What follows belongs to an exercise in optimizing a design on an open flow for small area; a production flow would make more cautious choices. In this exercise RTL edits were held to simulation tests only and were not proved equivalent to the original.

===== design.v =====
`default_nettype none
module mac_unit (
  input  wire [31:0] a,        
  input  wire [7:0]  y,        
  input  wire        yb,       
  input  wire [3:0]  dead,     
  input  wire [31:0] base_n,   
  input  wire [2:0]  ci_n,     
  output wire [31:0] sum_n,
  output wire [2:0]  co_n      
);
  wire [8:0] yy = {y, yb};
  wire one0 = yy[1] ^ yy[0];
  wire two0 = (yy[2] & ~yy[1] & ~yy[0]) | (~yy[2] & yy[1] & yy[0]);
  wire neg0 = yy[2];
  wire one0_0 = one0;
  wire two0_0 = two0;
  wire neg0_0 = neg0;
  wire one0_1 = one0 & ~dead[1];
  wire two0_1 = two0 & ~dead[1];
  wire neg0_1 = neg0 & ~dead[1];
  wire one0_2 = one0 & ~dead[2];
  wire two0_2 = two0 & ~dead[2];
  wire neg0_2 = neg0 & ~dead[2];
  wire one0_3 = one0 & ~dead[3];
  wire two0_3 = two0 & ~dead[3];
  wire neg0_3 = neg0 & ~dead[3];
  wire pp0_0;
  mac_bsel u_pp0_0 (.a0(a[0]), .a1(1'b0), .one(one0_0), .two(two0_0), .neg(neg0_0), .pp_n(pp0_0));
  wire pp0_1;
  mac_bsel u_pp0_1 (.a0(a[1]), .a1(a[0]), .one(one0_0), .two(two0_0), .neg(neg0_0), .pp_n(pp0_1));
  wire pp0_2;
  mac_bsel u_pp0_2 (.a0(a[2]), .a1(a[1]), .one(one0_0), .two(two0_0), .neg(neg0_0), .pp_n(pp0_2));
  wire pp0_3;
  mac_bsel u_pp0_3 (.a0(a[3]), .a1(a[2]), .one(one0_0), .two(two0_0), .neg(neg0_0), .pp_n(pp0_3));
  wire pp0_4;
  mac_bsel u_pp0_4 (.a0(a[4]), .a1(a[3]), .one(one0_0), .two(two0_0), .neg(neg0_0), .pp_n(pp0_4));
  wire pp0_5;
  mac_bsel u_pp0_5 (.a0(a[5]), .a1(a[4]), .one(one0_0), .two(two0_0), .neg(neg0_0), .pp_n(pp0_5));
  wire pp0_6;
  mac_bsel u_pp0_6 (.a0(a[6]), .a1(a[5]), .one(one0_0), .two(two0_0), .neg(neg0_0), .pp_n(pp0_6));
  wire pp0_7;
  mac_bsel u_pp0_7 (.a0(a[7]), .a1(a[6]), .one(one0_0), .two(two0_0), .neg(neg0_0), .pp_n(pp0_7));
  wire pp0_8;
  mac_bsel u_pp0_8 (.a0(a[8]), .a1(a[7]), .one(one0_1), .two(two0_1), .neg(neg0_1), .pp_n(pp0_8));
  wire pp0_9;
  mac_bsel u_pp0_9 (.a0(a[9]), .a1(a[8]), .one(one0_1), .two(two0_1), .neg(neg0_1), .pp_n(pp0_9));
  wire pp0_10;
  mac_bsel u_pp0_10 (.a0(a[10]), .a1(a[9]), .one(one0_1), .two(two0_1), .neg(neg0_1), .pp_n(pp0_10));
  wire pp0_11;
  mac_bsel u_pp0_11 (.a0(a[11]), .a1(a[10]), .one(one0_1), .two(two0_1), .neg(neg0_1), .pp_n(pp0_11));
  wire pp0_12;
  mac_bsel u_pp0_12 (.a0(a[12]), .a1(a[11]), .one(one0_1), .two(two0_1), .neg(neg0_1), .pp_n(pp0_12));
  wire pp0_13;
  mac_bsel u_pp0_13 (.a0(a[13]), .a1(a[12]), .one(one0_1), .two(two0_1), .neg(neg0_1), .pp_n(pp0_13));
  wire pp0_14;
  mac_bsel u_pp0_14 (.a0(a[14]), .a1(a[13]), .one(one0_1), .two(two0_1), .neg(neg0_1), .pp_n(pp0_14));
  wire pp0_15;
  mac_bsel u_pp0_15 (.a0(a[15]), .a1(a[14]), .one(one0_1), .two(two0_1), .neg(neg0_1), .pp_n(pp0_15));
  wire pp0_16;
  mac_bsel u_pp0_16 (.a0(a[16]), .a1(a[15]), .one(one0_2), .two(two0_2), .neg(neg0_2), .pp_n(pp0_16));
  wire pp0_17;
  mac_bsel u_pp0_17 (.a0(a[17]), .a1(a[16]), .one(one0_2), .two(two0_2), .neg(neg0_2), .pp_n(pp0_17));
  wire pp0_18;
  mac_bsel u_pp0_18 (.a0(a[18]), .a1(a[17]), .one(one0_2), .two(two0_2), .neg(neg0_2), .pp_n(pp0_18));
  wire pp0_19;
  mac_bsel u_pp0_19 (.a0(a[19]), .a1(a[18]), .one(one0_2), .two(two0_2), .neg(neg0_2), .pp_n(pp0_19));
  wire pp0_20;
  mac_bsel u_pp0_20 (.a0(a[20]), .a1(a[19]), .one(one0_2), .two(two0_2), .neg(neg0_2), .pp_n(pp0_20));
  wire pp0_21;
  mac_bsel u_pp0_21 (.a0(a[21]), .a1(a[20]), .one(one0_2), .two(two0_2), .neg(neg0_2), .pp_n(pp0_21));
  wire pp0_22;
  mac_bsel u_pp0_22 (.a0(a[22]), .a1(a[21]), .one(one0_2), .two(two0_2), .neg(neg0_2), .pp_n(pp0_22));
  wire pp0_23;
  mac_bsel u_pp0_23 (.a0(a[23]), .a1(a[22]), .one(one0_2), .two(two0_2), .neg(neg0_2), .pp_n(pp0_23));
  wire pp0_24;
  mac_bsel u_pp0_24 (.a0(a[24]), .a1(a[23]), .one(one0_3), .two(two0_3), .neg(neg0_3), .pp_n(pp0_24));
  wire pp0_25;
  mac_bsel u_pp0_25 (.a0(a[25]), .a1(a[24]), .one(one0_3), .two(two0_3), .neg(neg0_3), .pp_n(pp0_25));
  wire pp0_26;
  mac_bsel u_pp0_26 (.a0(a[26]), .a1(a[25]), .one(one0_3), .two(two0_3), .neg(neg0_3), .pp_n(pp0_26));
  wire pp0_27;
  mac_bsel u_pp0_27 (.a0(a[27]), .a1(a[26]), .one(one0_3), .two(two0_3), .neg(neg0_3), .pp_n(pp0_27));
  wire pp0_28;
  mac_bsel u_pp0_28 (.a0(a[28]), .a1(a[27]), .one(one0_3), .two(two0_3), .neg(neg0_3), .pp_n(pp0_28));
  wire pp0_29;
  mac_bsel u_pp0_29 (.a0(a[29]), .a1(a[28]), .one(one0_3), .two(two0_3), .neg(neg0_3), .pp_n(pp0_29));
  wire pp0_30;
  mac_bsel u_pp0_30 (.a0(a[30]), .a1(a[29]), .one(one0_3), .two(two0_3), .neg(neg0_3), .pp_n(pp0_30));
  wire pp0_31;
  mac_bsel u_pp0_31 (.a0(a[31]), .a1(a[30]), .one(one0_3), .two(two0_3), .neg(neg0_3), .pp_n(pp0_31));
  wire one1 = yy[3] ^ yy[2];
  wire two1 = (yy[4] & ~yy[3] & ~yy[2]) | (~yy[4] & yy[3] & yy[2]);
  wire neg1 = yy[4];
  wire one1_0 = one1;
  wire two1_0 = two1;
  wire neg1_0 = neg1;
  wire one1_1 = one1 & ~dead[1];
  wire two1_1 = two1 & ~dead[1];
  wire neg1_1 = neg1 & ~dead[1];
  wire one1_2 = one1 & ~dead[2];
  wire two1_2 = two1 & ~dead[2];
  wire neg1_2 = neg1 & ~dead[2];
  wire one1_3 = one1 & ~dead[3];
  wire two1_3 = two1 & ~dead[3];
  wire neg1_3 = neg1 & ~dead[3];
  wire pp1_2;
  mac_bsel u_pp1_2 (.a0(a[0]), .a1(1'b0), .one(one1_0), .two(two1_0), .neg(neg1_0), .pp_n(pp1_2));
  wire pp1_3;
  mac_bsel u_pp1_3 (.a0(a[1]), .a1(a[0]), .one(one1_0), .two(two1_0), .neg(neg1_0), .pp_n(pp1_3));
  wire pp1_4;
  mac_bsel u_pp1_4 (.a0(a[2]), .a1(a[1]), .one(one1_0), .two(two1_0), .neg(neg1_0), .pp_n(pp1_4));
  wire pp1_5;
  mac_bsel u_pp1_5 (.a0(a[3]), .a1(a[2]), .one(one1_0), .two(two1_0), .neg(neg1_0), .pp_n(pp1_5));
  wire pp1_6;
  mac_bsel u_pp1_6 (.a0(a[4]), .a1(a[3]), .one(one1_0), .two(two1_0), .neg(neg1_0), .pp_n(pp1_6));
  wire pp1_7;
  mac_bsel u_pp1_7 (.a0(a[5]), .a1(a[4]), .one(one1_0), .two(two1_0), .neg(neg1_0), .pp_n(pp1_7));
  wire pp1_8;
  mac_bsel u_pp1_8 (.a0(a[6]), .a1(a[5]), .one(one1_1), .two(two1_1), .neg(neg1_1), .pp_n(pp1_8));
  wire pp1_9;
  mac_bsel u_pp1_9 (.a0(a[7]), .a1(a[6]), .one(one1_1), .two(two1_1), .neg(neg1_1), .pp_n(pp1_9));
  wire pp1_10;
  mac_bsel u_pp1_10 (.a0(a[8]), .a1(a[7]), .one(one1_1), .two(two1_1), .neg(neg1_1), .pp_n(pp1_10));
  wire pp1_11;
  mac_bsel u_pp1_11 (.a0(a[9]), .a1(a[8]), .one(one1_1), .two(two1_1), .neg(neg1_1), .pp_n(pp1_11));
  wire pp1_12;
  mac_bsel u_pp1_12 (.a0(a[10]), .a1(a[9]), .one(one1_1), .two(two1_1), .neg(neg1_1), .pp_n(pp1_12));
  wire pp1_13;
  mac_bsel u_pp1_13 (.a0(a[11]), .a1(a[10]), .one(one1_1), .two(two1_1), .neg(neg1_1), .pp_n(pp1_13));
  wire pp1_14;
  mac_bsel u_pp1_14 (.a0(a[12]), .a1(a[11]), .one(one1_1), .two(two1_1), .neg(neg1_1), .pp_n(pp1_14));
  wire pp1_15;
  mac_bsel u_pp1_15 (.a0(a[13]), .a1(a[12]), .one(one1_1), .two(two1_1), .neg(neg1_1), .pp_n(pp1_15));
  wire pp1_16;
  mac_bsel u_pp1_16 (.a0(a[14]), .a1(a[13]), .one(one1_2), .two(two1_2), .neg(neg1_2), .pp_n(pp1_16));
  wire pp1_17;
  mac_bsel u_pp1_17 (.a0(a[15]), .a1(a[14]), .one(one1_2), .two(two1_2), .neg(neg1_2), .pp_n(pp1_17));
  wire pp1_18;
  mac_bsel u_pp1_18 (.a0(a[16]), .a1(a[15]), .one(one1_2), .two(two1_2), .neg(neg1_2), .pp_n(pp1_18));
  wire pp1_19;
  mac_bsel u_pp1_19 (.a0(a[17]), .a1(a[16]), .one(one1_2), .two(two1_2), .neg(neg1_2), .pp_n(pp1_19));
  wire pp1_20;
  mac_bsel u_pp1_20 (.a0(a[18]), .a1(a[17]), .one(one1_2), .two(two1_2), .neg(neg1_2), .pp_n(pp1_20));
  wire pp1_21;
  mac_bsel u_pp1_21 (.a0(a[19]), .a1(a[18]), .one(one1_2), .two(two1_2), .neg(neg1_2), .pp_n(pp1_21));
  wire pp1_22;
  mac_bsel u_pp1_22 (.a0(a[20]), .a1(a[19]), .one(one1_2), .two(two1_2), .neg(neg1_2), .pp_n(pp1_22));
  wire pp1_23;
  mac_bsel u_pp1_23 (.a0(a[21]), .a1(a[20]), .one(one1_2), .two(two1_2), .neg(neg1_2), .pp_n(pp1_23));
  wire pp1_24;
  mac_bsel u_pp1_24 (.a0(a[22]), .a1(a[21]), .one(one1_3), .two(two1_3), .neg(neg1_3), .pp_n(pp1_24));
  wire pp1_25;
  mac_bsel u_pp1_25 (.a0(a[23]), .a1(a[22]), .one(one1_3), .two(two1_3), .neg(neg1_3), .pp_n(pp1_25));
  wire pp1_26;
  mac_bsel u_pp1_26 (.a0(a[24]), .a1(a[23]), .one(one1_3), .two(two1_3), .neg(neg1_3), .pp_n(pp1_26));
  wire pp1_27;
  mac_bsel u_pp1_27 (.a0(a[25]), .a1(a[24]), .one(one1_3), .two(two1_3), .neg(neg1_3), .pp_n(pp1_27));
  wire pp1_28;
  mac_bsel u_pp1_28 (.a0(a[26]), .a1(a[25]), .one(one1_3), .two(two1_3), .neg(neg1_3), .pp_n(pp1_28));
  wire pp1_29;
  mac_bsel u_pp1_29 (.a0(a[27]), .a1(a[26]), .one(one1_3), .two(two1_3), .neg(neg1_3), .pp_n(pp1_29));
  wire pp1_30;
  mac_bsel u_pp1_30 (.a0(a[28]), .a1(a[27]), .one(one1_3), .two(two1_3), .neg(neg1_3), .pp_n(pp1_30));
  wire pp1_31;
  mac_bsel u_pp1_31 (.a0(a[29]), .a1(a[28]), .one(one1_3), .two(two1_3), .neg(neg1_3), .pp_n(pp1_31));
  wire one2 = yy[5] ^ yy[4];
  wire two2 = (yy[6] & ~yy[5] & ~yy[4]) | (~yy[6] & yy[5] & yy[4]);
  wire neg2 = yy[6];
  wire one2_0 = one2;
  wire two2_0 = two2;
  wire neg2_0 = neg2;
  wire one2_1 = one2 & ~dead[1];
  wire two2_1 = two2 & ~dead[1];
  wire neg2_1 = neg2 & ~dead[1];
  wire one2_2 = one2 & ~dead[2];
  wire two2_2 = two2 & ~dead[2];
  wire neg2_2 = neg2 & ~dead[2];
  wire one2_3 = one2 & ~dead[3];
  wire two2_3 = two2 & ~dead[3];
  wire neg2_3 = neg2 & ~dead[3];
  wire pp2_4;
  mac_bsel u_pp2_4 (.a0(a[0]), .a1(1'b0), .one(one2_0), .two(two2_0), .neg(neg2_0), .pp_n(pp2_4));
  wire pp2_5;
  mac_bsel u_pp2_5 (.a0(a[1]), .a1(a[0]), .one(one2_0), .two(two2_0), .neg(neg2_0), .pp_n(pp2_5));
  wire pp2_6;
  mac_bsel u_pp2_6 (.a0(a[2]), .a1(a[1]), .one(one2_0), .two(two2_0), .neg(neg2_0), .pp_n(pp2_6));
  wire pp2_7;
  mac_bsel u_pp2_7 (.a0(a[3]), .a1(a[2]), .one(one2_0), .two(two2_0), .neg(neg2_0), .pp_n(pp2_7));
  wire pp2_8;
  mac_bsel u_pp2_8 (.a0(a[4]), .a1(a[3]), .one(one2_1), .two(two2_1), .neg(neg2_1), .pp_n(pp2_8));
  wire pp2_9;
  mac_bsel u_pp2_9 (.a0(a[5]), .a1(a[4]), .one(one2_1), .two(two2_1), .neg(neg2_1), .pp_n(pp2_9));
  wire pp2_10;
  mac_bsel u_pp2_10 (.a0(a[6]), .a1(a[5]), .one(one2_1), .two(two2_1), .neg(neg2_1), .pp_n(pp2_10));
  wire pp2_11;
  mac_bsel u_pp2_11 (.a0(a[7]), .a1(a[6]), .one(one2_1), .two(two2_1), .neg(neg2_1), .pp_n(pp2_11));
  wire pp2_12;
  mac_bsel u_pp2_12 (.a0(a[8]), .a1(a[7]), .one(one2_1), .two(two2_1), .neg(neg2_1), .pp_n(pp2_12));
  wire pp2_13;
  mac_bsel u_pp2_13 (.a0(a[9]), .a1(a[8]), .one(one2_1), .two(two2_1), .neg(neg2_1), .pp_n(pp2_13));
  wire pp2_14;
  mac_bsel u_pp2_14 (.a0(a[10]), .a1(a[9]), .one(one2_1), .two(two2_1), .neg(neg2_1), .pp_n(pp2_14));
  wire pp2_15;
  mac_bsel u_pp2_15 (.a0(a[11]), .a1(a[10]), .one(one2_1), .two(two2_1), .neg(neg2_1), .pp_n(pp2_15));
  wire pp2_16;
  mac_bsel u_pp2_16 (.a0(a[12]), .a1(a[11]), .one(one2_2), .two(two2_2), .neg(neg2_2), .pp_n(pp2_16));
  wire pp2_17;
  mac_bsel u_pp2_17 (.a0(a[13]), .a1(a[12]), .one(one2_2), .two(two2_2), .neg(neg2_2), .pp_n(pp2_17));
  wire pp2_18;
  mac_bsel u_pp2_18 (.a0(a[14]), .a1(a[13]), .one(one2_2), .two(two2_2), .neg(neg2_2), .pp_n(pp2_18));
  wire pp2_19;
  mac_bsel u_pp2_19 (.a0(a[15]), .a1(a[14]), .one(one2_2), .two(two2_2), .neg(neg2_2), .pp_n(pp2_19));
  wire pp2_20;
  mac_bsel u_pp2_20 (.a0(a[16]), .a1(a[15]), .one(one2_2), .two(two2_2), .neg(neg2_2), .pp_n(pp2_20));
  wire pp2_21;
  mac_bsel u_pp2_21 (.a0(a[17]), .a1(a[16]), .one(one2_2), .two(two2_2), .neg(neg2_2), .pp_n(pp2_21));
  wire pp2_22;
  mac_bsel u_pp2_22 (.a0(a[18]), .a1(a[17]), .one(one2_2), .two(two2_2), .neg(neg2_2), .pp_n(pp2_22));
  wire pp2_23;
  mac_bsel u_pp2_23 (.a0(a[19]), .a1(a[18]), .one(one2_2), .two(two2_2), .neg(neg2_2), .pp_n(pp2_23));
  wire pp2_24;
  mac_bsel u_pp2_24 (.a0(a[20]), .a1(a[19]), .one(one2_3), .two(two2_3), .neg(neg2_3), .pp_n(pp2_24));
  wire pp2_25;
  mac_bsel u_pp2_25 (.a0(a[21]), .a1(a[20]), .one(one2_3), .two(two2_3), .neg(neg2_3), .pp_n(pp2_25));
  wire pp2_26;
  mac_bsel u_pp2_26 (.a0(a[22]), .a1(a[21]), .one(one2_3), .two(two2_3), .neg(neg2_3), .pp_n(pp2_26));
  wire pp2_27;
  mac_bsel u_pp2_27 (.a0(a[23]), .a1(a[22]), .one(one2_3), .two(two2_3), .neg(neg2_3), .pp_n(pp2_27));
  wire pp2_28;
  mac_bsel u_pp2_28 (.a0(a[24]), .a1(a[23]), .one(one2_3), .two(two2_3), .neg(neg2_3), .pp_n(pp2_28));
  wire pp2_29;
  mac_bsel u_pp2_29 (.a0(a[25]), .a1(a[24]), .one(one2_3), .two(two2_3), .neg(neg2_3), .pp_n(pp2_29));
  wire pp2_30;
  mac_bsel u_pp2_30 (.a0(a[26]), .a1(a[25]), .one(one2_3), .two(two2_3), .neg(neg2_3), .pp_n(pp2_30));
  wire pp2_31;
  mac_bsel u_pp2_31 (.a0(a[27]), .a1(a[26]), .one(one2_3), .two(two2_3), .neg(neg2_3), .pp_n(pp2_31));
  wire one3 = yy[7] ^ yy[6];
  wire two3 = (yy[8] & ~yy[7] & ~yy[6]) | (~yy[8] & yy[7] & yy[6]);
  wire neg3 = yy[8];
  wire one3_0 = one3;
  wire two3_0 = two3;
  wire neg3_0 = neg3;
  wire one3_1 = one3 & ~dead[1];
  wire two3_1 = two3 & ~dead[1];
  wire neg3_1 = neg3 & ~dead[1];
  wire one3_2 = one3 & ~dead[2];
  wire two3_2 = two3 & ~dead[2];
  wire neg3_2 = neg3 & ~dead[2];
  wire one3_3 = one3 & ~dead[3];
  wire two3_3 = two3 & ~dead[3];
  wire neg3_3 = neg3 & ~dead[3];
  wire pp3_6;
  mac_bsel u_pp3_6 (.a0(a[0]), .a1(1'b0), .one(one3_0), .two(two3_0), .neg(neg3_0), .pp_n(pp3_6));
  wire pp3_7;
  mac_bsel u_pp3_7 (.a0(a[1]), .a1(a[0]), .one(one3_0), .two(two3_0), .neg(neg3_0), .pp_n(pp3_7));
  wire pp3_8;
  mac_bsel u_pp3_8 (.a0(a[2]), .a1(a[1]), .one(one3_1), .two(two3_1), .neg(neg3_1), .pp_n(pp3_8));
  wire pp3_9;
  mac_bsel u_pp3_9 (.a0(a[3]), .a1(a[2]), .one(one3_1), .two(two3_1), .neg(neg3_1), .pp_n(pp3_9));
  wire pp3_10;
  mac_bsel u_pp3_10 (.a0(a[4]), .a1(a[3]), .one(one3_1), .two(two3_1), .neg(neg3_1), .pp_n(pp3_10));
  wire pp3_11;
  mac_bsel u_pp3_11 (.a0(a[5]), .a1(a[4]), .one(one3_1), .two(two3_1), .neg(neg3_1), .pp_n(pp3_11));
  wire pp3_12;
  mac_bsel u_pp3_12 (.a0(a[6]), .a1(a[5]), .one(one3_1), .two(two3_1), .neg(neg3_1), .pp_n(pp3_12));
  wire pp3_13;
  mac_bsel u_pp3_13 (.a0(a[7]), .a1(a[6]), .one(one3_1), .two(two3_1), .neg(neg3_1), .pp_n(pp3_13));
  wire pp3_14;
  mac_bsel u_pp3_14 (.a0(a[8]), .a1(a[7]), .one(one3_1), .two(two3_1), .neg(neg3_1), .pp_n(pp3_14));
  wire pp3_15;
  mac_bsel u_pp3_15 (.a0(a[9]), .a1(a[8]), .one(one3_1), .two(two3_1), .neg(neg3_1), .pp_n(pp3_15));
  wire pp3_16;
  mac_bsel u_pp3_16 (.a0(a[10]), .a1(a[9]), .one(one3_2), .two(two3_2), .neg(neg3_2), .pp_n(pp3_16));
  wire pp3_17;
  mac_bsel u_pp3_17 (.a0(a[11]), .a1(a[10]), .one(one3_2), .two(two3_2), .neg(neg3_2), .pp_n(pp3_17));
  wire pp3_18;
  mac_bsel u_pp3_18 (.a0(a[12]), .a1(a[11]), .one(one3_2), .two(two3_2), .neg(neg3_2), .pp_n(pp3_18));
  wire pp3_19;
  mac_bsel u_pp3_19 (.a0(a[13]), .a1(a[12]), .one(one3_2), .two(two3_2), .neg(neg3_2), .pp_n(pp3_19));
  wire pp3_20;
  mac_bsel u_pp3_20 (.a0(a[14]), .a1(a[13]), .one(one3_2), .two(two3_2), .neg(neg3_2), .pp_n(pp3_20));
  wire pp3_21;
  mac_bsel u_pp3_21 (.a0(a[15]), .a1(a[14]), .one(one3_2), .two(two3_2), .neg(neg3_2), .pp_n(pp3_21));
  wire pp3_22;
  mac_bsel u_pp3_22 (.a0(a[16]), .a1(a[15]), .one(one3_2), .two(two3_2), .neg(neg3_2), .pp_n(pp3_22));
  wire pp3_23;
  mac_bsel u_pp3_23 (.a0(a[17]), .a1(a[16]), .one(one3_2), .two(two3_2), .neg(neg3_2), .pp_n(pp3_23));
  wire pp3_24;
  mac_bsel u_pp3_24 (.a0(a[18]), .a1(a[17]), .one(one3_3), .two(two3_3), .neg(neg3_3), .pp_n(pp3_24));
  wire pp3_25;
  mac_bsel u_pp3_25 (.a0(a[19]), .a1(a[18]), .one(one3_3), .two(two3_3), .neg(neg3_3), .pp_n(pp3_25));
  wire pp3_26;
  mac_bsel u_pp3_26 (.a0(a[20]), .a1(a[19]), .one(one3_3), .two(two3_3), .neg(neg3_3), .pp_n(pp3_26));
  wire pp3_27;
  mac_bsel u_pp3_27 (.a0(a[21]), .a1(a[20]), .one(one3_3), .two(two3_3), .neg(neg3_3), .pp_n(pp3_27));
  wire pp3_28;
  mac_bsel u_pp3_28 (.a0(a[22]), .a1(a[21]), .one(one3_3), .two(two3_3), .neg(neg3_3), .pp_n(pp3_28));
  wire pp3_29;
  mac_bsel u_pp3_29 (.a0(a[23]), .a1(a[22]), .one(one3_3), .two(two3_3), .neg(neg3_3), .pp_n(pp3_29));
  wire pp3_30;
  mac_bsel u_pp3_30 (.a0(a[24]), .a1(a[23]), .one(one3_3), .two(two3_3), .neg(neg3_3), .pp_n(pp3_30));
  wire pp3_31;
  mac_bsel u_pp3_31 (.a0(a[25]), .a1(a[24]), .one(one3_3), .two(two3_3), .neg(neg3_3), .pp_n(pp3_31));
  wire s1, c2;
  mac_fa u_s1 (.x(base_n[0]), .y(pp0_0), .z(~neg0), .s(s1), .c(c2));
  wire s3, c4;
  mac_fa u_s3 (.x(base_n[2]), .y(pp0_2), .z(pp1_2), .s(s3), .c(c4));
  wire s5, c6;
  mac_fa u_s5 (.x(base_n[3]), .y(pp0_3), .z(pp1_3), .s(s5), .c(c6));
  wire s7, c8;
  mac_fa u_s7 (.x(base_n[4]), .y(pp0_4), .z(pp1_4), .s(s7), .c(c8));
  wire s9, c10;
  mac_fa u_s9 (.x(base_n[5]), .y(pp0_5), .z(pp1_5), .s(s9), .c(c10));
  wire s11, c12;
  mac_fa u_s11 (.x(base_n[6]), .y(pp0_6), .z(pp1_6), .s(s11), .c(c12));
  wire s13, c14;
  mac_fa u_s13 (.x(pp2_6), .y(pp3_6), .z(~neg3), .s(s13), .c(c14));
  wire s15, c16;
  mac_fa u_s15 (.x(base_n[7]), .y(pp0_7), .z(pp1_7), .s(s15), .c(c16));
  wire k17 = c16 | dead[1];
  wire s18, c19;
  mac_fa u_s18 (.x(base_n[8]), .y(pp0_8), .z(pp1_8), .s(s18), .c(c19));
  wire s20, c21;
  mac_fa u_s20 (.x(base_n[9]), .y(pp0_9), .z(pp1_9), .s(s20), .c(c21));
  wire s22, c23;
  mac_fa u_s22 (.x(base_n[10]), .y(pp0_10), .z(pp1_10), .s(s22), .c(c23));
  wire s24, c25;
  mac_fa u_s24 (.x(base_n[11]), .y(pp0_11), .z(pp1_11), .s(s24), .c(c25));
  wire s26, c27;
  mac_fa u_s26 (.x(base_n[12]), .y(pp0_12), .z(pp1_12), .s(s26), .c(c27));
  wire s28, c29;
  mac_fa u_s28 (.x(base_n[13]), .y(pp0_13), .z(pp1_13), .s(s28), .c(c29));
  wire s30, c31;
  mac_fa u_s30 (.x(base_n[14]), .y(pp0_14), .z(pp1_14), .s(s30), .c(c31));
  wire s32, c33;
  mac_fa u_s32 (.x(base_n[15]), .y(pp0_15), .z(pp1_15), .s(s32), .c(c33));
  wire k34 = c33 | dead[2];
  wire s35, c36;
  mac_fa u_s35 (.x(base_n[16]), .y(pp0_16), .z(pp1_16), .s(s35), .c(c36));
  wire s37, c38;
  mac_fa u_s37 (.x(base_n[17]), .y(pp0_17), .z(pp1_17), .s(s37), .c(c38));
  wire s39, c40;
  mac_fa u_s39 (.x(base_n[18]), .y(pp0_18), .z(pp1_18), .s(s39), .c(c40));
  wire s41, c42;
  mac_fa u_s41 (.x(base_n[19]), .y(pp0_19), .z(pp1_19), .s(s41), .c(c42));
  wire s43, c44;
  mac_fa u_s43 (.x(base_n[20]), .y(pp0_20), .z(pp1_20), .s(s43), .c(c44));
  wire s45, c46;
  mac_fa u_s45 (.x(base_n[21]), .y(pp0_21), .z(pp1_21), .s(s45), .c(c46));
  wire s47, c48;
  mac_fa u_s47 (.x(base_n[22]), .y(pp0_22), .z(pp1_22), .s(s47), .c(c48));
  wire s49, c50;
  mac_fa u_s49 (.x(base_n[23]), .y(pp0_23), .z(pp1_23), .s(s49), .c(c50));
  wire k51 = c50 | dead[3];
  wire s52, c53;
  mac_fa u_s52 (.x(base_n[24]), .y(pp0_24), .z(pp1_24), .s(s52), .c(c53));
  wire s54, c55;
  mac_fa u_s54 (.x(base_n[25]), .y(pp0_25), .z(pp1_25), .s(s54), .c(c55));
  wire s56, c57;
  mac_fa u_s56 (.x(base_n[26]), .y(pp0_26), .z(pp1_26), .s(s56), .c(c57));
  wire s58, c59;
  mac_fa u_s58 (.x(base_n[27]), .y(pp0_27), .z(pp1_27), .s(s58), .c(c59));
  wire s60, c61;
  mac_fa u_s60 (.x(base_n[28]), .y(pp0_28), .z(pp1_28), .s(s60), .c(c61));
  wire s62, c63;
  mac_fa u_s62 (.x(base_n[29]), .y(pp0_29), .z(pp1_29), .s(s62), .c(c63));
  wire s64, c65;
  mac_fa u_s64 (.x(base_n[30]), .y(pp0_30), .z(pp1_30), .s(s64), .c(c65));
  wire s66 = ~(base_n[31] ^ pp0_31);
  wire s67 = ~(pp1_31 ^ pp2_31);
  wire s68, c69;
  mac_fa u_s68 (.x(c2), .y(base_n[1]), .z(pp0_1), .s(s68), .c(c69));
  wire s70, c71;
  mac_fa u_s70 (.x(c6), .y(s7), .z(pp2_4), .s(s70), .c(c71));
  wire s72, c73;
  mac_fa u_s72 (.x(c8), .y(s9), .z(pp2_5), .s(s72), .c(c73));
  wire s74, c75;
  mac_fa u_s74 (.x(c10), .y(s11), .z(s13), .s(s74), .c(c75));
  wire s76, c77;
  mac_fa u_s76 (.x(c12), .y(c14), .z(s15), .s(s76), .c(c77));
  wire k78 = c77 | dead[1];
  wire s79, c80;
  mac_fa u_s79 (.x(k17), .y(s18), .z(pp2_8), .s(s79), .c(c80));
  wire s81, c82;
  mac_fa u_s81 (.x(c19), .y(s20), .z(pp2_9), .s(s81), .c(c82));
  wire s83, c84;
  mac_fa u_s83 (.x(c21), .y(s22), .z(pp2_10), .s(s83), .c(c84));
  wire s85, c86;
  mac_fa u_s85 (.x(c23), .y(s24), .z(pp2_11), .s(s85), .c(c86));
  wire s87, c88;
  mac_fa u_s87 (.x(c25), .y(s26), .z(pp2_12), .s(s87), .c(c88));
  wire s89, c90;
  mac_fa u_s89 (.x(c27), .y(s28), .z(pp2_13), .s(s89), .c(c90));
  wire s91, c92;
  mac_fa u_s91 (.x(c29), .y(s30), .z(pp2_14), .s(s91), .c(c92));
  wire s93, c94;
  mac_fa u_s93 (.x(c31), .y(s32), .z(pp2_15), .s(s93), .c(c94));
  wire k95 = c94 | dead[2];
  wire s96, c97;
  mac_fa u_s96 (.x(k34), .y(s35), .z(pp2_16), .s(s96), .c(c97));
  wire s98, c99;
  mac_fa u_s98 (.x(c36), .y(s37), .z(pp2_17), .s(s98), .c(c99));
  wire s100, c101;
  mac_fa u_s100 (.x(c38), .y(s39), .z(pp2_18), .s(s100), .c(c101));
  wire s102, c103;
  mac_fa u_s102 (.x(c40), .y(s41), .z(pp2_19), .s(s102), .c(c103));
  wire s104, c105;
  mac_fa u_s104 (.x(c42), .y(s43), .z(pp2_20), .s(s104), .c(c105));
  wire s106, c107;
  mac_fa u_s106 (.x(c44), .y(s45), .z(pp2_21), .s(s106), .c(c107));
  wire s108, c109;
  mac_fa u_s108 (.x(c46), .y(s47), .z(pp2_22), .s(s108), .c(c109));
  wire s110, c111;
  mac_fa u_s110 (.x(c48), .y(s49), .z(pp2_23), .s(s110), .c(c111));
  wire k112 = c111 | dead[3];
  wire s113, c114;
  mac_fa u_s113 (.x(k51), .y(s52), .z(pp2_24), .s(s113), .c(c114));
  wire s115, c116;
  mac_fa u_s115 (.x(c53), .y(s54), .z(pp2_25), .s(s115), .c(c116));
  wire s117, c118;
  mac_fa u_s117 (.x(c55), .y(s56), .z(pp2_26), .s(s117), .c(c118));
  wire s119, c120;
  mac_fa u_s119 (.x(c57), .y(s58), .z(pp2_27), .s(s119), .c(c120));
  wire s121, c122;
  mac_fa u_s121 (.x(c59), .y(s60), .z(pp2_28), .s(s121), .c(c122));
  wire s123, c124;
  mac_fa u_s123 (.x(c61), .y(s62), .z(pp2_29), .s(s123), .c(c124));
  wire s125, c126;
  mac_fa u_s125 (.x(c63), .y(s64), .z(pp2_30), .s(s125), .c(c126));
  wire s127 = ~(c65 ^ s66);
  wire s128, c129;
  mac_fa u_s128 (.x(c69), .y(s3), .z(~neg1), .s(s128), .c(c129));
  wire s130, c131;
  mac_fa u_s130 (.x(c75), .y(s76), .z(pp2_7), .s(s130), .c(c131));
  wire k132 = c131 | dead[1];
  wire s133, c134;
  mac_fa u_s133 (.x(k78), .y(s79), .z(pp3_8), .s(s133), .c(c134));
  wire s135, c136;
  mac_fa u_s135 (.x(c80), .y(s81), .z(pp3_9), .s(s135), .c(c136));
  wire s137, c138;
  mac_fa u_s137 (.x(c82), .y(s83), .z(pp3_10), .s(s137), .c(c138));
  wire s139, c140;
  mac_fa u_s139 (.x(c84), .y(s85), .z(pp3_11), .s(s139), .c(c140));
  wire s141, c142;
  mac_fa u_s141 (.x(c86), .y(s87), .z(pp3_12), .s(s141), .c(c142));
  wire s143, c144;
  mac_fa u_s143 (.x(c88), .y(s89), .z(pp3_13), .s(s143), .c(c144));
  wire s145, c146;
  mac_fa u_s145 (.x(c90), .y(s91), .z(pp3_14), .s(s145), .c(c146));
  wire s147, c148;
  mac_fa u_s147 (.x(c92), .y(s93), .z(pp3_15), .s(s147), .c(c148));
  wire k149 = c148 | dead[2];
  wire s150, c151;
  mac_fa u_s150 (.x(k95), .y(s96), .z(pp3_16), .s(s150), .c(c151));
  wire s152, c153;
  mac_fa u_s152 (.x(c97), .y(s98), .z(pp3_17), .s(s152), .c(c153));
  wire s154, c155;
  mac_fa u_s154 (.x(c99), .y(s100), .z(pp3_18), .s(s154), .c(c155));
  wire s156, c157;
  mac_fa u_s156 (.x(c101), .y(s102), .z(pp3_19), .s(s156), .c(c157));
  wire s158, c159;
  mac_fa u_s158 (.x(c103), .y(s104), .z(pp3_20), .s(s158), .c(c159));
  wire s160, c161;
  mac_fa u_s160 (.x(c105), .y(s106), .z(pp3_21), .s(s160), .c(c161));
  wire s162, c163;
  mac_fa u_s162 (.x(c107), .y(s108), .z(pp3_22), .s(s162), .c(c163));
  wire s164, c165;
  mac_fa u_s164 (.x(c109), .y(s110), .z(pp3_23), .s(s164), .c(c165));
  wire k166 = c165 | dead[3];
  wire s167, c168;
  mac_fa u_s167 (.x(k112), .y(s113), .z(pp3_24), .s(s167), .c(c168));
  wire s169, c170;
  mac_fa u_s169 (.x(c114), .y(s115), .z(pp3_25), .s(s169), .c(c170));
  wire s171, c172;
  mac_fa u_s171 (.x(c116), .y(s117), .z(pp3_26), .s(s171), .c(c172));
  wire s173, c174;
  mac_fa u_s173 (.x(c118), .y(s119), .z(pp3_27), .s(s173), .c(c174));
  wire s175, c176;
  mac_fa u_s175 (.x(c120), .y(s121), .z(pp3_28), .s(s175), .c(c176));
  wire s177, c178;
  mac_fa u_s177 (.x(c122), .y(s123), .z(pp3_29), .s(s177), .c(c178));
  wire s179, c180;
  mac_fa u_s179 (.x(c124), .y(s125), .z(pp3_30), .s(s179), .c(c180));
  wire s181 = ~(c126 ^ s127);
  wire s182, c183;
  mac_fa u_s182 (.x(c129), .y(c4), .z(s5), .s(s182), .c(c183));
  wire s184 = ~(c180 ^ s181);
  wire s185, c186;
  mac_fa u_s185 (.x(c183), .y(s70), .z(~neg2), .s(s185), .c(c186));
  wire s187 = ~(s184 ^ s67);
  wire s188, c189;
  mac_fa u_s188 (.x(c186), .y(c71), .z(s72), .s(s188), .c(c189));
  wire s190, c191;
  mac_fa u_s190 (.x(c189), .y(c73), .z(s74), .s(s190), .c(c191));
  wire s192, c193;
  mac_fa u_s192 (.x(c191), .y(s130), .z(pp3_7), .s(s192), .c(c193));
  wire k194 = c193 | dead[1];
  wire s195, c196;
  mac_fa u_s195 (.x(k194), .y(k132), .z(s133), .s(s195), .c(c196));
  wire s197, c198;
  mac_fa u_s197 (.x(c196), .y(c134), .z(s135), .s(s197), .c(c198));
  wire s199, c200;
  mac_fa u_s199 (.x(c198), .y(c136), .z(s137), .s(s199), .c(c200));
  wire s201, c202;
  mac_fa u_s201 (.x(c200), .y(c138), .z(s139), .s(s201), .c(c202));
  wire s203, c204;
  mac_fa u_s203 (.x(c202), .y(c140), .z(s141), .s(s203), .c(c204));
  wire s205, c206;
  mac_fa u_s205 (.x(c204), .y(c142), .z(s143), .s(s205), .c(c206));
  wire s207, c208;
  mac_fa u_s207 (.x(c206), .y(c144), .z(s145), .s(s207), .c(c208));
  wire s209, c210;
  mac_fa u_s209 (.x(c208), .y(c146), .z(s147), .s(s209), .c(c210));
  wire k211 = c210 | dead[2];
  wire s212, c213;
  mac_fa u_s212 (.x(k211), .y(k149), .z(s150), .s(s212), .c(c213));
  wire s214, c215;
  mac_fa u_s214 (.x(c213), .y(c151), .z(s152), .s(s214), .c(c215));
  wire s216, c217;
  mac_fa u_s216 (.x(c215), .y(c153), .z(s154), .s(s216), .c(c217));
  wire s218, c219;
  mac_fa u_s218 (.x(c217), .y(c155), .z(s156), .s(s218), .c(c219));
  wire s220, c221;
  mac_fa u_s220 (.x(c219), .y(c157), .z(s158), .s(s220), .c(c221));
  wire s222, c223;
  mac_fa u_s222 (.x(c221), .y(c159), .z(s160), .s(s222), .c(c223));
  wire s224, c225;
  mac_fa u_s224 (.x(c223), .y(c161), .z(s162), .s(s224), .c(c225));
  wire s226, c227;
  mac_fa u_s226 (.x(c225), .y(c163), .z(s164), .s(s226), .c(c227));
  wire k228 = c227 | dead[3];
  wire s229, c230;
  mac_fa u_s229 (.x(k228), .y(k166), .z(s167), .s(s229), .c(c230));
  wire s231, c232;
  mac_fa u_s231 (.x(c230), .y(c168), .z(s169), .s(s231), .c(c232));
  wire s233, c234;
  mac_fa u_s233 (.x(c232), .y(c170), .z(s171), .s(s233), .c(c234));
  wire s235, c236;
  mac_fa u_s235 (.x(c234), .y(c172), .z(s173), .s(s235), .c(c236));
  wire s237, c238;
  mac_fa u_s237 (.x(c236), .y(c174), .z(s175), .s(s237), .c(c238));
  wire s239, c240;
  mac_fa u_s239 (.x(c238), .y(c176), .z(s177), .s(s239), .c(c240));
  wire s241, c242;
  mac_fa u_s241 (.x(c240), .y(c178), .z(s179), .s(s241), .c(c242));
  wire s243 = ~(c242 ^ s187);
  wire s244, c245;
  mac_xnor u_s244 (.x(s1), .y(ci_n[0]), .z(s244));
  mac_or u_c245 (.x(s1), .y(ci_n[0]), .z(c245));
  wire s246, c247;
  mac_xnor u_s246 (.x(s68), .y(c245), .z(s246));
  mac_or u_c247 (.x(s68), .y(c245), .z(c247));
  wire s248, c249;
  mac_xnor u_s248 (.x(s128), .y(c247), .z(s248));
  mac_or u_c249 (.x(s128), .y(c247), .z(c249));
  wire s250, c251;
  mac_xnor u_s250 (.x(s182), .y(c249), .z(s250));
  mac_or u_c251 (.x(s182), .y(c249), .z(c251));
  wire s252, c253;
  mac_xnor u_s252 (.x(s185), .y(c251), .z(s252));
  mac_or u_c253 (.x(s185), .y(c251), .z(c253));
  wire s254, c255;
  mac_xnor u_s254 (.x(s188), .y(c253), .z(s254));
  mac_or u_c255 (.x(s188), .y(c253), .z(c255));
  wire s256, c257;
  mac_xnor u_s256 (.x(s190), .y(c255), .z(s256));
  mac_or u_c257 (.x(s190), .y(c255), .z(c257));
  wire s258, c259;
  mac_xnor u_s258 (.x(s192), .y(c257), .z(s258));
  mac_or u_c259 (.x(s192), .y(c257), .z(c259));
  wire s260, c261;
  mac_xnor u_s260 (.x(s195), .y(ci_n[1]), .z(s260));
  mac_or u_c261 (.x(s195), .y(ci_n[1]), .z(c261));
  wire s262, c263;
  mac_xnor u_s262 (.x(s197), .y(c261), .z(s262));
  mac_or u_c263 (.x(s197), .y(c261), .z(c263));
  wire s264, c265;
  mac_xnor u_s264 (.x(s199), .y(c263), .z(s264));
  mac_or u_c265 (.x(s199), .y(c263), .z(c265));
  wire s266, c267;
  mac_xnor u_s266 (.x(s201), .y(c265), .z(s266));
  mac_or u_c267 (.x(s201), .y(c265), .z(c267));
  wire s268, c269;
  mac_xnor u_s268 (.x(s203), .y(c267), .z(s268));
  mac_or u_c269 (.x(s203), .y(c267), .z(c269));
  wire s270, c271;
  mac_xnor u_s270 (.x(s205), .y(c269), .z(s270));
  mac_or u_c271 (.x(s205), .y(c269), .z(c271));
  wire s272, c273;
  mac_xnor u_s272 (.x(s207), .y(c271), .z(s272));
  mac_or u_c273 (.x(s207), .y(c271), .z(c273));
  wire s274, c275;
  mac_xnor u_s274 (.x(s209), .y(c273), .z(s274));
  mac_or u_c275 (.x(s209), .y(c273), .z(c275));
  wire s276, c277;
  mac_xnor u_s276 (.x(s212), .y(ci_n[2]), .z(s276));
  mac_or u_c277 (.x(s212), .y(ci_n[2]), .z(c277));
  wire s278, c279;
  mac_xnor u_s278 (.x(s214), .y(c277), .z(s278));
  mac_or u_c279 (.x(s214), .y(c277), .z(c279));
  wire s280, c281;
  mac_xnor u_s280 (.x(s216), .y(c279), .z(s280));
  mac_or u_c281 (.x(s216), .y(c279), .z(c281));
  wire s282, c283;
  mac_xnor u_s282 (.x(s218), .y(c281), .z(s282));
  mac_or u_c283 (.x(s218), .y(c281), .z(c283));
  wire s284, c285;
  mac_xnor u_s284 (.x(s220), .y(c283), .z(s284));
  mac_or u_c285 (.x(s220), .y(c283), .z(c285));
  wire s286, c287;
  mac_xnor u_s286 (.x(s222), .y(c285), .z(s286));
  mac_or u_c287 (.x(s222), .y(c285), .z(c287));
  wire s288, c289;
  mac_xnor u_s288 (.x(s224), .y(c287), .z(s288));
  mac_or u_c289 (.x(s224), .y(c287), .z(c289));
  wire s290, c291;
  mac_xnor u_s290 (.x(s226), .y(c289), .z(s290));
  mac_or u_c291 (.x(s226), .y(c289), .z(c291));
  wire s292 = ~(s243 ^ pp3_31);
  assign sum_n = {s292, s241, s239, s237, s235, s233, s231, s229, s290, s288, s286, s284, s282, s280, s278, s276, s274, s272, s270, s268, s266, s264, s262, s260, s258, s256, s254, s252, s250, s248, s246, s244};
  assign co_n = {c291, c275, c259};
endmodule
module mac_fa (
  input  wire x, y, z,
  output wire s, c
);
  assign s = x ^ y ^ z;
  assign c = (x & y) | (x & z) | (y & z);
endmodule
module mac_xnor (
  input  wire x, y,
  output wire z
);
  assign z = ~(x ^ y);
endmodule
module mac_or (
  input  wire x, y,
  output wire z
);
  assign z = x | y;
endmodule
module mac_bsel (
  input  wire a0, a1, one, two, neg,
  output wire pp_n
);
  assign pp_n = ~((a0 & one) | (a1 & two)) ^ neg;
endmodule
`default_nettype wire
`timescale 1ns/1ps
`default_nettype none
module matmul_top #(
  parameter int DATA_W = 32,
  parameter int ADDR_W = 12
) (
  input  logic              clk,
  input  logic              reset_n,
  input  logic              dut_valid,
  output logic              dut_ready,
  output logic [ADDR_W-1:0] input_read_address,
  input  logic [DATA_W-1:0] input_read_data,
  output logic [ADDR_W-1:0] weight_read_address,
  input  logic [DATA_W-1:0] weight_read_data,
  output logic              result_write_enable,
  output logic [ADDR_W-1:0] result_write_address,
  output logic [DATA_W-1:0] result_write_data
);
  localparam logic [1:0] S_IDLE = 2'd0, S_DIMS = 2'd1, S_RUN = 2'd2, S_FIN = 2'd3;
  logic [1:0]        state;
  logic [1:0]        ph;         
  logic              kend_q;     
  logic              wr_arm;     
  logic [ADDR_W-1:0] a_addr;
  logic [ADDR_W-1:0] b_addr;
  logic [ADDR_W-1:0] k_cnt;      
  logic [ADDR_W-1:0] nm1;        
  logic [ADDR_W-1:0] np;         
  logic [ADDR_W-1:0] m_rem;      
  logic [ADDR_W-1:0] c_addr;
  logic              k_end, j_end, i_end, adv, restart;
  logic [7:0]        y;
  logic              yb;
  logic [3:0]        dead;
  logic [DATA_W-1:0] base_n;
  logic              clr;        
  logic [2:0]        cq_n;       
  logic [2:0]        ci_n;
  logic [2:0]        co_n;
  logic [DATA_W-1:0] acc_n;      
  logic [DATA_W-1:0] sum_n;
  assign dut_ready            = (state == S_IDLE);
  assign input_read_address   = a_addr;
  assign weight_read_address  = b_addr;
  assign result_write_address = c_addr;
  assign result_write_data    = ~acc_n;
  assign result_write_enable  = state[1] && wr_arm && kend_q && (ph == 2'd0);
  assign y    = weight_read_data[8*ph +: 8];
  assign yb   = (ph == 2'd0) ? 1'b0 : weight_read_data[8*ph - 1];
  assign dead = {ph != 2'd0, ph[1], ph == 2'd3, 1'b0};
  assign clr  = kend_q && (ph == 2'd0);
  assign base_n = clr ? '1 : acc_n;
  assign ci_n   = cq_n | dead[2:0] | {3{ph == 2'd0}};
  mac_unit mac0 (
    .a      (input_read_data),
    .y      (y),
    .yb     (yb),
    .dead   (dead),
    .base_n (base_n),
    .ci_n   (ci_n),
    .sum_n  (sum_n),
    .co_n   (co_n)
  );
  always_ff @(posedge clk)
  begin
    acc_n <= {sum_n[7:0], sum_n[DATA_W-1:8]};
    cq_n  <= co_n;
  end
  assign k_end   = (k_cnt == '0);
  assign j_end   = (b_addr == np);
  assign i_end   = (m_rem == ADDR_W'(1));
  assign adv     = (ph == 2'd2);
  assign restart = k_end && !j_end;
  always_ff @(posedge clk)
  begin
    if (!reset_n)
    begin
      state <= S_IDLE;
    end
    else
    begin
      ph <= ph + 1'b1;
      if (result_write_enable)
        c_addr <= c_addr + 1'b1;
      case (state)
        S_IDLE:
        begin
          if (dut_valid)
          begin
            state  <= S_DIMS;
            ph     <= 2'd3;
            a_addr <= '0;
            b_addr <= '0;
            kend_q <= 1'b1;
            wr_arm <= 1'b0;
            c_addr <= '0;
          end
        end
        S_DIMS:
        begin
          if (adv)
          begin
            state  <= S_RUN;
            nm1    <= input_read_data[ADDR_W-1:0] - 1'b1;
            k_cnt  <= input_read_data[ADDR_W-1:0] - 1'b1;
            m_rem  <= input_read_data[16 +: ADDR_W];
            np     <= ~acc_n[16 +: ADDR_W];   
            a_addr <= ADDR_W'(1);
            b_addr <= ADDR_W'(1);
          end
        end
        S_RUN:
        begin
          if (adv)
          begin
            wr_arm <= 1'b1;
            kend_q <= k_end;
            k_cnt  <= k_end ? nm1 : k_cnt - 1'b1;
            a_addr <= a_addr + (restart ? ~nm1 : '0) + 1'b1;
            b_addr <= (k_end && j_end) ? ADDR_W'(1) : b_addr + 1'b1;
            if (k_end && j_end)
            begin
              m_rem <= m_rem - 1'b1;
              if (i_end)
                state <= S_FIN;
            end
          end
        end
        S_FIN:
        begin
          if (ph == 2'd0)
            state <= S_IDLE;
        end
      endcase
    end
  end
endmodule
`default_nettype wire

===== run.sh =====
#!/bin/bash
# synth_recipe.tcl (not shown) runs the flow's synth.tcl, then flattens the netlist and writes it again
# the make line also repeats each setting of config.mk as NAME=value (left out here)
make -C /OpenROAD-flow-scripts/flow DESIGN_CONFIG=/design/flow/config.mk WORK_HOME=/design/flow/orfs CLKGATE_MAP_FILE= SYNTH_SCRIPT=/design/flow/synth_recipe.tcl finish

===== config.mk =====
export PLATFORM = sky130hd
export DESIGN_NAME = matmul_top
export DESIGN_NICKNAME = matmul_top
export VERILOG_FILES = /design/flow/design.v
export SDC_FILE = /design/flow/constraint.sdc
export NUM_CORES = 4
export LEC_CHECK = 0
export CAP_MARGIN = 20
export CORE_MARGIN = 2
export CORE_UTILIZATION = 40
export SLEW_MARGIN = 20
export SYNTH_HIERARCHICAL = 1
export SYNTH_MINIMUM_KEEP_SIZE = 0

===== constraint.sdc =====
create_clock -name core_clock -period 10.0 [get_ports {clk}]
set_input_delay 2.0000 -clock core_clock [delete_from_list [all_inputs] [get_ports {clk}]]
set_output_delay 2.0000 -clock core_clock [all_outputs]
set_load 0.01 [all_outputs]

==> summary.md, run 1 <==
| Metric | Value |
|---|---|
| Clock sinks | ~130 |
| Final hold slack | just over 0.5 ns |
| Tot GR Track Use | between 20% and 30% |
| WL/cell | between 15 and 20 um |
| HPWL after DPL | 27,100 um |
| Crit-path max FO | 3 |
| Core Util, Final | 52.0% |
| Vias per cell | 5.26 |
| Initial antenna violation count | 1 |
| Sequential Area | around 3400 um2 |
| Clock latency on the worst-skew pair | approximately 0.43 ns |
| Area occupied by multi-input gates | 8450 um2 |
| Global-route wire length before repair | ~54,000 um |
| Fmax | 65.7 MHz |
| Final Skew | 0.0181 ns |
| Largest net degree at the start of global routing | 51 |
| H-tree depth | 4 |
| Fin. Hold Viols | 0 |
| CTS Buf Count | 17 |
| Critical path origin | weight_read_data[7] |
| Post-placement setup slack | -5.88 ns |
| Fraction of final layout cells sized beyond drive strength 1 | a little over a quarter |
| R2r startpoint | ph[1]$_DFFE_PP_ |
| Startpoint class of the critical path | input pin |
| R2r worst-path depth | between 40 and 50 |
| Max incr delay on CP | between 0.4 and 0.5 ns |
| Max clock buf depth | 2 |
| Row count | 63 |
| Crit path DAT | approximately 16 ns |
| Iteration-0 DRC Markers | 508 |
| CTS root buffer | clkbuf_16 |
| CTS tree | built |
| Most common cell on crit path | fa_2 |
| Period utilisation layout | 152% |
| Slowest CP cell | mux4_2 |
| Final setup fails | 16 |
| DR DRC count | 0 |
| Fin. max-slew vios | 0 |
| Outcome | finished with violations |
| Initial Util | 40.9% |
| Area Overhead vs Synth | 27.1% |
| Min Clock Period, post-route | ~15 ns |
| Core ar. | between 20,000 and 30,000 um2 |
| Crit path kind | input pin to flop |
| IO buf count | approximately 140 |
| CP Capture Type | flop |
| Ys Warns | 7 |
| Critical Path RT | about 10 ns |
| Pre-antenna DRT Iters | 5 |
| Nets | around 1,600 |
| MaxCap Viol Count | 0 |
| Vias in the first global route | between 9,000 and 10,000 |
| Total grt overflow | 0 |
| Routed vias | ~9,200 |
| DRT Wirelength | 33,900 um |
| Die X | roughly 180 um |
| Hold Path Depth | 2 |
| Post-route setup slack | -5.21 ns |
| Worst min path class | flop to flop |
| Mean Syn Cell Area | approximately 11 um2 |
| Die area | roughly 32,000 um2 |
| Syn Std Cell Area | 12,200 um2 |
| Synth Instances | approximately 1,100 |
| Worst Tran Pin Value | between 1 and 1.5 ns |
| RSZ-0062 raised after global routing | yes |
| Rel. slew slack | 29.3% |
| Die Ht | between 150 and 200 um |
| Fill count | about 2,600 |
| Final Wtd Congestion | between 0.9 and 1 |
| Routed Antenna Nets | 0 |
| SO Faults | negative setup slack |
| Hold Crit Start | cq_n[0]$_DFF_P_ |
| IO Pins | around 140 |
| Clock-pin slew on the worst setup and hold paths | about 0.060 ns |
-- placed cells by master (no fill, tap or decap), types with 17 or more instances in the layout --
cell type / count
ha_1: 24
buf_4: 121
inv_1: 63
fa_2: 31
dfxtp_1: 37
nand2_1: 59
o21ai_0: 17
fa_1: 82
a22oi_2: 116
nor3_1: 29
edfxtp_1: 88
xor2_1: 143
clkdlybuf4s50_1: 123
clkbuf_16: 17
or2_1: 24
nor2_1: 97
a21oi_1: 25
xnor2_1: 55
-- routing by layer --
layer / track usage [%] / wire length (um) / part of all wire (%) / vias to the layer above
met5: 0 / 0 / 0 / -
met2: 36.9 / 16700 / 49 / 246
met4: 4.84 / 497 / 1.5 / 0
met3: 4.96 / 1940 / 5.7 / 26
met1: 29.7 / 14800 / 44 / 4605
li1: - / - / - / 4353
-- cell type report --
class / instances / area share, %
Multi-Input combinational cell: 874 / 54.4
Sequential cell: 125 / 21.8
Timing Repair Buffer: 266 / 15.2
Tap cell: 390 / 3.14
Clock buffer: 17 / 2.74
Inverter: 67 / 1.64
Clock inverter: 15 / 1.13
Antenna cell: 1 / 0.0161
-- worst paths after layout --
check,end,slack [ns]
worst min-delay path,acc_n[24]$_DFF_P_,0.52
worst max-delay path,acc_n[23]$_DFF_P_,-5.21
worst min register to register,acc_n[24]$_DFF_P_,0.52
worst max register to register,acc_n[23]$_DFF_P_,-4.19
-- sequential cells by signal, indices dropped and copies added, names as in the netlist --
signal,flops
a_addr,12
np,12
c_addr,12
acc_n,32
nm1,12
kend_q,1
m_rem,12
state,2
ph,2
cq_n,3
wr_arm,1
b_addr,12
k_cnt,12
-- per-stage QoR --
step / cell area (um2) / cells / setup TNS, ns
2_1_floorplan: 12400 / 1124 / -41.82
3_3_place_gp: 14800 / 1715 / -50.96
3_5_place_dp: 14800 / 1715 / -52.92
4_1_cts: 15500 / 1753 / -41.45
5_1_grt: 15500 / 1754 / -45.80
6_report: 15500 / 1755 / -42.22
-- worst max-delay path: cells and delay by family --
family	cells	cell delay, ns
XOR/XNOR	5	0.83
buffers and inverters	2	0.14
AO/OA/AOI/OAI	1	0.21
AND/OR/NAND/NOR	4	0.89
multiplexers	1	0.45
adder cells (fa/ha/maj)	31	10.98
-- repair_timing --
action	CTS	global route
pin swaps	8	4
hold endpoints to repair	0	0
hold buffers	0	0
gates resized for setup	52	3
setup endpoints to repair	17	17
buffers inserted	6	1
==> inputs of run 2 (changes only) <==
--- a/config.mk
+++ b/config.mk
@@ -7,7 +7,8 @@
 export LEC_CHECK = 0
 export CAP_MARGIN = 20
 export CORE_MARGIN = 2
-export CORE_UTILIZATION = 40
+export CORE_UTILIZATION = 65
+export CTS_BUF_LIST = sky130_fd_sc_hd__clkbuf_4 sky130_fd_sc_hd__clkbuf_8
 export SLEW_MARGIN = 20
 export SYNTH_HIERARCHICAL = 1
 export SYNTH_MINIMUM_KEEP_SIZE = 0
==> run 2 against run 1 <==
Still fails the layout checks on negative setup slack. Utilization up 30 points. Synthesized cell count unchanged. Clock-buffer cell count unchanged. Die area down 38%. Area after synthesis unchanged. Worst hold slack better by 0.0031 ns. Highest routed layer unchanged. Clock skew up 0.0030 ns. Global-route usage up 12 points.
==> summary.md, run 2 <==
| Metric | Value |
|---|---|
| Worst min path class | flop to flop |
| Pre-antenna DRT Iters | 8 (+3) |
| Vias per cell | 5.94 (+13%) |
| Clock sinks | 125 (unchanged) |
| Largest Register | acc_n |
| Initial antenna violation count | 0 (-1) |
| Synth Instances | 1,121 (unchanged) |
| SO Faults | negative setup slack |
| IO Pins | 137 (unchanged) |
| Max clock buf depth | 2 (unchanged) |
| IO buf count | 136 (unchanged) |
| Final setup fails | 16 (unchanged) |
| H-tree depth | 4 (unchanged) |
| Die X | 141 um (-21%) |
| Min Clock Period, post-route | 15.10 ns (-0.109 ns) |
| Fin. Hold Viols | 0 (unchanged) |
| HPWL after DPL | 25,700 um (-5.3%) |
| Critical Path RT | 10.34 ns (+0.04 ns) |
| Fraction of final layout cells sized beyond drive strength 1 | 27.2% (+0.15 points) |
| Iteration-0 DRC Markers | 700 (+38%) |
| Commonest non-fill, non-tap cell in the layout | xor2_1 |
| Syn Std Cell Area | 12,200 um2 (unchanged) |
| Final Skew | 0.0212 ns (+0.00302 ns) |
| Most common cell on crit path | fa_2 |
| Global-route wire length before repair | 52,000 um (-3.0%) |
| Most frequent cells in the layout | xor2_1 (143), buf_4 (131), clkdlybuf4s50_1 (120) |
| Vias in the first global route | 9,811 (+4.0%) |
| CTS Buf Count | 17 (unchanged) |
| Startpoint class of the critical path | input pin |
| Fmax | 66.2 MHz (+0.72%) |
| Core ar. | 18,600 um2 (-38%) |
| Worst Tran Pin Value | 1.07 ns (+0.0143 ns) |
| Outcome | finished with violations |
| Row count | 50 (-21%) |
| CP Capture Type | flop |
| Total grt overflow | 0 (unchanged) |
| DRT Wirelength | 32,400 um (-4.5%) |
| RSZ-0062 raised after global routing | yes |
| Fill count | 1,195 (-55%) |
| Tot GR Track Use | 33.9% (+12 points) |
| Core Util, Final | 81.7% (+30 points) |
| Crit path kind | input pin to flop |
| Antenna fix cells | 0 (-1) |
| Rel. slew slack | 28.4% (-0.96 points) |
| MaxCap Viol Count | 0 (unchanged) |
| Final instance area | 15,200 um2 (-2.3%) |
| Die area | 19,900 um2 (-38%) |
| DR DRC count | 0 (unchanged) |
| Ys Warns | 7 (unchanged) |
| Largest net degree at the start of global routing | 51 (unchanged) |
| Clock-pin slew on the worst setup and hold paths | 0.08 ns (+0.02 ns) |
| Crit-path max FO | 3 (unchanged) |
| CTS root buffer | clkbuf_8 |
| Max reg flops | 32 (unchanged) |
| Die Ht | 141 um (-21%) |
| Placed Area | 14,600 um2 (-1.3%) |
| Slowest CP cell | mux4_2 |
| Initial Util | 65.8% (+25 points) |
| WL/cell | 20.2 um (+4.4%) |
| Post-route setup slack | -5.10 ns (+0.109 ns) |
| Max incr delay on CP | 0.48 ns (+0.03 ns) |
| Setup_tns | -40.39 ns (+1.83 ns) |
| Hold Buf Count CTS | 0 (unchanged) |
| Mean Syn Cell Area | 10.9 um2 (unchanged) |
| Clock latency on the worst-skew pair | 0.45 ns (+0.02 ns) |
| Area Overhead vs Synth | 24.2% |
| Nets | 1,562 (+0.45%) |
| Routed Antenna Nets | 0 (unchanged) |
| CTS tree | built |
| Fin. max-slew vios | 0 (unchanged) |
| Period utilisation layout | 151% (-1.1 points) |
| Routed vias | 9,529 (+3.2%) |
| Final Wtd Congestion | 0.951 (+4.5%) |
| Crit path DAT | 15.44 ns (-0.07 ns) |
## run 2: layer usage
metal  GRT usage (%)  share of wire [%]
met4            13.7                3.6
met3            6.22                6.3
met5               0                  0
met1            43.3                 40
met2            57.3                 50
## run 2: through the flow
stage | hold slack, ns | cells | setup slack [ns]
after floorplan | 0.513 | 1124 | -5.15
after global placement | 0.474 | 1559 | -5.74
after detailed placement | 0.497 | 1559 | -5.84
after CTS | 0.517 | 1602 | -5.10
after global routing | 0.550 | 1605 | -5.34
final | 0.522 | 1605 | -5.10
## run 2: cell type report
class,instances,area (um2),share of cell area (%)
Timing Repair Buffer,273,2400,15.8
Clock inverter,15,176,1.16
Clock buffer,17,234,1.54
Tap cell,234,293,1.93
Inverter,67,254,1.67
Sequential cell,125,3380,22.3
Multi-Input combinational cell,874,8430,55.6
## run 2: worst paths after layout
path	slack [ns]	from	depth (start not counted)	endpoint
worst max-delay path	-5.10	weight_read_data[7]	44	acc_n[23]$_DFF_P_
worst min-delay path	0.52	acc_n[17]$_DFF_P_	1	np[1]$_DFFE_PP_
worst max register to register	-4.08	ph[0]$_DFFE_PP_	45	acc_n[23]$_DFF_P_
worst min register to register	0.52	acc_n[17]$_DFF_P_	1	np[1]$_DFFE_PP_
## run 2: worst max-delay path, delay by kind of cell
family	cells	cell delay [ns]
mux	1	0.48
buf+inv	2	0.14
fa+ha+maj	31	10.94
xor+xnor	5	0.81
simple gates	4	0.91
compound gates	1	0.16
## run 2: repair_timing
action	4_1_cts	5_1_grt
buffers inserted	11	4
setup endpoints to repair	16	16
gates resized for setup	43	10
pin swaps	9	2

-- afterwards: timing with drivers on the ports --
The results above use ideal ports. As a check the final layouts listed here were re-extracted and re-timed, cells and wires unchanged. Step 1, drivers: a clkbuf_16 drives clk and a buf_2 each remaining input, both assumed. Step 2 adds t to the input delays and takes it off the output delays; t is the mean of the earliest and latest rising clock arrival at the registers after step 1. Input paths then give back, and output paths get back, about the clock's delay inside the block. Three values: no drivers, after step 1, after step 2; two values: the first two.
run | shift t [ns] | setup WS [ns] | hold WS [ns] | worst setup path at the end | pins driven straight from the clock port
run 1 | 0.468 | -5.211 / -5.193 / -5.661 | 0.519 / 0.519 / 0.519 | input to register | 1
run 2 | 0.486 | -5.102 / -5.091 / -5.577 | 0.522 / 0.522 / 0.522 | input to register | 1
The setup slack of run 2, which loses most, moves by +0.011 ns with the drivers and by -0.475 ns with both steps.
